From an optimization exercise on the open Yosys and OpenROAD flow, aimed at small area and few clock cycles per item; shortcuts taken in it are not production practice.
Function was checked by simulation only, so behaviour that the tests miss may differ from the original.
No activity file was given, so power comes from the tool's default toggle rates.

==> flow/design.v <==
package apb_pkg;
  localparam int unsigned DATA_W   = 8;
  localparam int unsigned MAX_WAIT = 15;
  localparam int unsigned CTR_W    = $clog2(MAX_WAIT + 1);
  typedef enum logic [1:0] {
    ST_IDLE   = 2'd0,
    ST_SETUP  = 2'd1,
    ST_ACCESS = 2'd2
  } apb_state_e;
endpackage
module apb_wait_ctr (
  input  logic             clk,
  input  logic             rst_n,
  input  logic             load,
  input  logic [apb_pkg::CTR_W-1:0] load_val,
  input  logic             dec,
  output logic             zero_c,
  output logic             last_c
);
  logic [apb_pkg::CTR_W-1:0] count;
  always_ff @(posedge clk) begin
    if (!rst_n) begin
      count <= '0;
    end else if (load) begin
      count <= load_val;
    end else if (dec && (count != '0)) begin
      count <= count - apb_pkg::CTR_W'(1);
    end
  end
  assign zero_c = (count == '0);
  assign last_c = (count == apb_pkg::CTR_W'(1));
endmodule
module apb_completer_mem #(
  parameter int unsigned ADDR_W      = 9,
  parameter int unsigned DEPTH       = 256,
  parameter int unsigned WAIT_STATES = 0
) (
  input  logic              PCLK,
  input  logic              PRESETn,
  input  logic              PSEL,
  input  logic              PENABLE,
  input  logic              PWRITE,
  input  logic [ADDR_W-1:0] PADDR,
  input  logic [apb_pkg::DATA_W-1:0] PWDATA,
  output logic [apb_pkg::DATA_W-1:0] PRDATA,
  output logic              PREADY,
  output logic              PSLVERR
);
  localparam int unsigned DW    = apb_pkg::DATA_W;
  localparam int unsigned NRING = 32;
  localparam int unsigned NPEND = 4;
  logic          oor_c;
  assign oor_c = PADDR[8];
  logic [DW-1:0]    ring_q [NRING][8];    
  logic [2:0]       phase_q;              
  logic [7:0]       phoh_q;               
  logic [7:0]       clr_q;                
  logic [NPEND-1:0] pv_q;                 
  logic [7:0]       pa_q [NPEND];         
  logic [DW-1:0]    pd_q [NPEND];         
  logic [2:0] wslot_c;
  assign wslot_c = 3'd7 - phase_q;
  logic          wr_c;
  logic [NPEND-1:0] match_c, elig_c, csel_c, alloc_c, merge_c, free_c;
  logic          any_match_c, any_elig_c, any_free_c, dslot_c, direct_c, stall_c;
  assign wr_c = PSEL && PENABLE && PWRITE && !oor_c;
  always_comb begin
    for (int unsigned i = 0; i < NPEND; i++) begin
      match_c[i] = pv_q[i] && (pa_q[i] == PADDR[7:0]);
      elig_c[i]  = pv_q[i] && (pa_q[i][2:0] == wslot_c);
      free_c[i]  = !pv_q[i];
    end
    any_match_c = |match_c;
    any_elig_c  = |elig_c;
    any_free_c  = |free_c;
    csel_c = elig_c & ~(elig_c - NPEND'(1));
    dslot_c  = (PADDR[2:0] == wslot_c) && !any_elig_c;
    stall_c  = wr_c && !any_free_c && !dslot_c;
    direct_c = wr_c && !any_match_c && dslot_c;
    alloc_c  = (wr_c && !any_match_c && !dslot_c && !stall_c) ? (free_c & ~(free_c - NPEND'(1)))
                                                               : '0;
    merge_c  = (wr_c && !stall_c) ? match_c : '0;
  end
  logic          cvalid_c;
  logic [4:0]    cring_c;
  logic [DW-1:0] cdata_c;
  always_comb begin
    cring_c = '0;
    cdata_c = '0;
    for (int unsigned i = 0; i < NPEND; i++) begin
      cring_c = cring_c | (pa_q[i][7:3] & {5{csel_c[i]}});
      cdata_c = cdata_c | (pd_q[i] & {DW{csel_c[i]}});
    end
    if (direct_c) begin
      cring_c = PADDR[7:3];
      cdata_c = PWDATA;
    end
    cvalid_c = any_elig_c || direct_c;
  end
  always_ff @(posedge PCLK) begin
    for (int unsigned i = 0; i < NPEND; i++) begin
      if (!PRESETn) begin
        pv_q[i] <= 1'b0;
      end else if (alloc_c[i] || merge_c[i]) begin
        pv_q[i] <= 1'b1;
      end else if (csel_c[i]) begin
        pv_q[i] <= 1'b0;
      end
      if (alloc_c[i]) begin
        pa_q[i] <= PADDR[7:0];
      end
      if (alloc_c[i] || merge_c[i]) begin
        pd_q[i] <= PWDATA;
      end
    end
  end
  logic [NRING-1:0] inj_c;
  logic             keep_c;
  assign keep_c = clr_q[wslot_c];
  always_comb begin
    for (int unsigned r = 0; r < NRING; r++) begin
      inj_c[r] = cvalid_c && (cring_c == 5'(r));
    end
  end
  always_ff @(posedge PCLK) begin
    if (!PRESETn) begin
      phase_q <= '0;
      phoh_q  <= 8'd1;
      clr_q   <= '0;
    end else begin
      phase_q <= phase_q + 3'd1;
      phoh_q  <= {phoh_q[6:0], phoh_q[7]};
      clr_q[wslot_c] <= 1'b1;
    end
  end
  always_ff @(posedge PCLK) begin
    for (int unsigned r = 0; r < NRING; r++) begin
      for (int unsigned p = 1; p < 8; p++) begin
        ring_q[r][p] <= ring_q[r][p-1];
      end
    end
  end
  for (genvar r = 0; r < NRING; r++) begin : g_wrap
    logic inj_n, keep_r;
    assign keep_r = keep_c && !inj_c[r];
    for (genvar b = 0; b < DW; b++) begin : g_bit
      logic d;
      apb_ao22 u_w (.a0(inj_c[r]), .a1(cdata_c[b]), .b0(keep_r), .b1(ring_q[r][7][b]), .y(d));
      always_ff @(posedge PCLK) ring_q[r][0][b] <= d;
    end
  end
  logic [7:0]  sdec_c, pos_c;
  logic [15:0] row_c, col_c;
  logic [DW-1:0] mem_c [256];
  always_comb begin
    for (int unsigned s = 0; s < 8; s++) begin
      sdec_c[s] = (PADDR[2:0] == 3'(s));
    end
    for (int unsigned p = 0; p < 8; p++) begin
      pos_c[p] = 1'b0;
      for (int unsigned s = 0; s < 8; s++) begin
        pos_c[p] = pos_c[p] | (sdec_c[s] & phoh_q[(p + 8 - s) % 8]);
      end
    end
    for (int unsigned j = 0; j < 16; j++) begin
      row_c[j] = (PADDR[7:4] == 4'(j));
      col_c[j] = pos_c[j % 8] & (PADDR[3] == (j >= 8));
    end
    for (int unsigned i = 0; i < 256; i++) begin
      mem_c[i] = ring_q[i / 8][i % 8];
    end
  end
  logic [DW-1:0] rsel_n [16];
  logic [DW-1:0] rq_c [4];
  logic [DW-1:0] rd_c;
  for (genvar j = 0; j < 16; j++) begin : g_row
    for (genvar b = 0; b < DW; b++) begin : g_bit
      logic [5:0] t_n;
      logic       rh0, rh1;
      for (genvar t = 0; t < 5; t++) begin : g_t
        apb_aoi222 u_t (.a0(mem_c[16*j+3*t][b]),   .a1(col_c[3*t]),
                        .b0(mem_c[16*j+3*t+1][b]), .b1(col_c[3*t+1]),
                        .c0(mem_c[16*j+3*t+2][b]), .c1(col_c[3*t+2]), .y(t_n[t]));
      end
      apb_nand2  u_t5 (.a(mem_c[16*j+15][b]), .b(col_c[15]), .y(t_n[5]));
      apb_nand3  u_h0 (.a(t_n[0]), .b(t_n[1]), .c(t_n[2]), .y(rh0));
      apb_nand3  u_h1 (.a(t_n[3]), .b(t_n[4]), .c(t_n[5]), .y(rh1));
      apb_oai21  u_s  (.a0(rh0), .a1(rh1), .b(row_c[j]), .y(rsel_n[j][b]));
    end
  end
  for (genvar b = 0; b < DW; b++) begin : g_out
    for (genvar q = 0; q < 4; q++) begin : g_q
      apb_nand4 u_q (.a(rsel_n[4*q][b]), .b(rsel_n[4*q+1][b]), .c(rsel_n[4*q+2][b]),
                     .d(rsel_n[4*q+3][b]), .y(rq_c[q][b]));
    end
    apb_or4 u_o (.a(rq_c[0][b]), .b(rq_c[1][b]), .c(rq_c[2][b]), .d(rq_c[3][b]), .y(rd_c[b]));
  end
  logic [DW-1:0] fwd_c;
  always_comb begin
    fwd_c = '0;
    for (int unsigned i = 0; i < NPEND; i++) begin
      fwd_c = fwd_c | (pd_q[i] & {DW{match_c[i]}});
    end
  end
  logic          gring_c, gfwd_c;
  logic [DW-1:0] rdd_c;
  assign gring_c = !oor_c && !any_match_c && clr_q[PADDR[2:0]];
  assign gfwd_c  = !oor_c && any_match_c;
  for (genvar b = 0; b < DW; b++) begin : g_rdd
    apb_ao22 u_d (.a0(rd_c[b]), .a1(gring_c), .b0(fwd_c[b]), .b1(gfwd_c), .y(rdd_c[b]));
  end
  always_ff @(posedge PCLK) begin
    PRDATA <= rdd_c;
  end
  assign PREADY  = PSEL && PENABLE && !stall_c;
  assign PSLVERR = oor_c;
endmodule
module apb_or4 (
  input  logic a, b, c, d,
  output logic y
);
  assign y = a || b || c || d;
endmodule
module apb_ao22 (
  input  logic a0, a1, b0, b1,
  output logic y
);
  assign y = (a0 && a1) || (b0 && b1);
endmodule
module apb_aoi222 (
  input  logic a0, a1, b0, b1, c0, c1,
  output logic y
);
  assign y = !((a0 && a1) || (b0 && b1) || (c0 && c1));
endmodule
module apb_and2 (
  input  logic a, b,
  output logic y
);
  assign y = a && b;
endmodule
module apb_nand2 (
  input  logic a, b,
  output logic y
);
  assign y = !(a && b);
endmodule
module apb_oai21 (
  input  logic a0, a1, b,
  output logic y
);
  assign y = !((a0 || a1) && b);
endmodule
module apb_nand3 (
  input  logic a, b, c,
  output logic y
);
  assign y = !(a && b && c);
endmodule
module apb_nand4 (
  input  logic a, b, c, d,
  output logic y
);
  assign y = !(a && b && c && d);
endmodule
module apb_nor4 (
  input  logic a, b, c, d,
  output logic y
);
  assign y = !(a || b || c || d);
endmodule
module apb_nor2 (
  input  logic a, b,
  output logic y
);
  assign y = !(a || b);
endmodule
clock: 5.0 ns
lec_check: 0
cap_margin: 20
core_margin: 2
core_utilization: 80
cts_cluster_diameter: 80
cts_cluster_size: 30
slew_margin: 20
synth_hierarchical: 1
synth_minimum_keep_size: 0
run.sh (not shown) runs the stock make flow with config.mk's settings and CLKGATE_MAP_FILE= SYNTH_SCRIPT=/design/flow/synth_recipe.tcl, a recipe that flattens the netlist after the stock synthesis.
Testbench counts at the start, summed over its fixed seeds: cycles 24,799, items 12,288.
Edit:
- CORE_UTILIZATION: 80 -> 75
The changed run went through all stages and came out clean.
Flip-flop and latch count is unchanged.
Setup slack gets better by 0.20 ns.
Synthesized area is unchanged.
Wire length is lower by 12%.
Fmax came out higher by 4.3%.
Combinational power fell by 8.7%.
Synthesized cell count stays the same.
Cell area falls by 0.32%.
Non-clock buffer count drops by 44.

re-timing with driven ports:
The flow's constraints put no driver on any port. The routed layouts listed below were extracted and timed again, unchanged, in two steps. Step 1: set_driving_cell puts a clkbuf_16 on PCLK and a buf_2 on each other input, an assumption about the parent block. Step 2 adds t to the input delays and takes it off the output delays; t is the mean of the earliest and latest rising clock arrival at the registers after step 1. Input paths then give back, and output paths get back, about the clock's delay inside the block. Slacks: ideal ports / drivers / drivers and shift; pairs: ideal ports / drivers.
run	t, ns	setup WS [ns]	hold WS [ns]	pins driven straight from the clock port
the first run	0.744	0.143 / 0.191 / -0.553	0.339 / 0.339 / 0.339	1
the second run	0.754	0.345 / 0.294 / -0.235	0.340 / 0.340 / 0.340	1
Met with ideal ports but missed after step 2: setup timing in the first run and the second run. For the first run, which loses most, drivers alone change the setup slack by +0.048 ns; drivers and shift together by -0.696 ns.
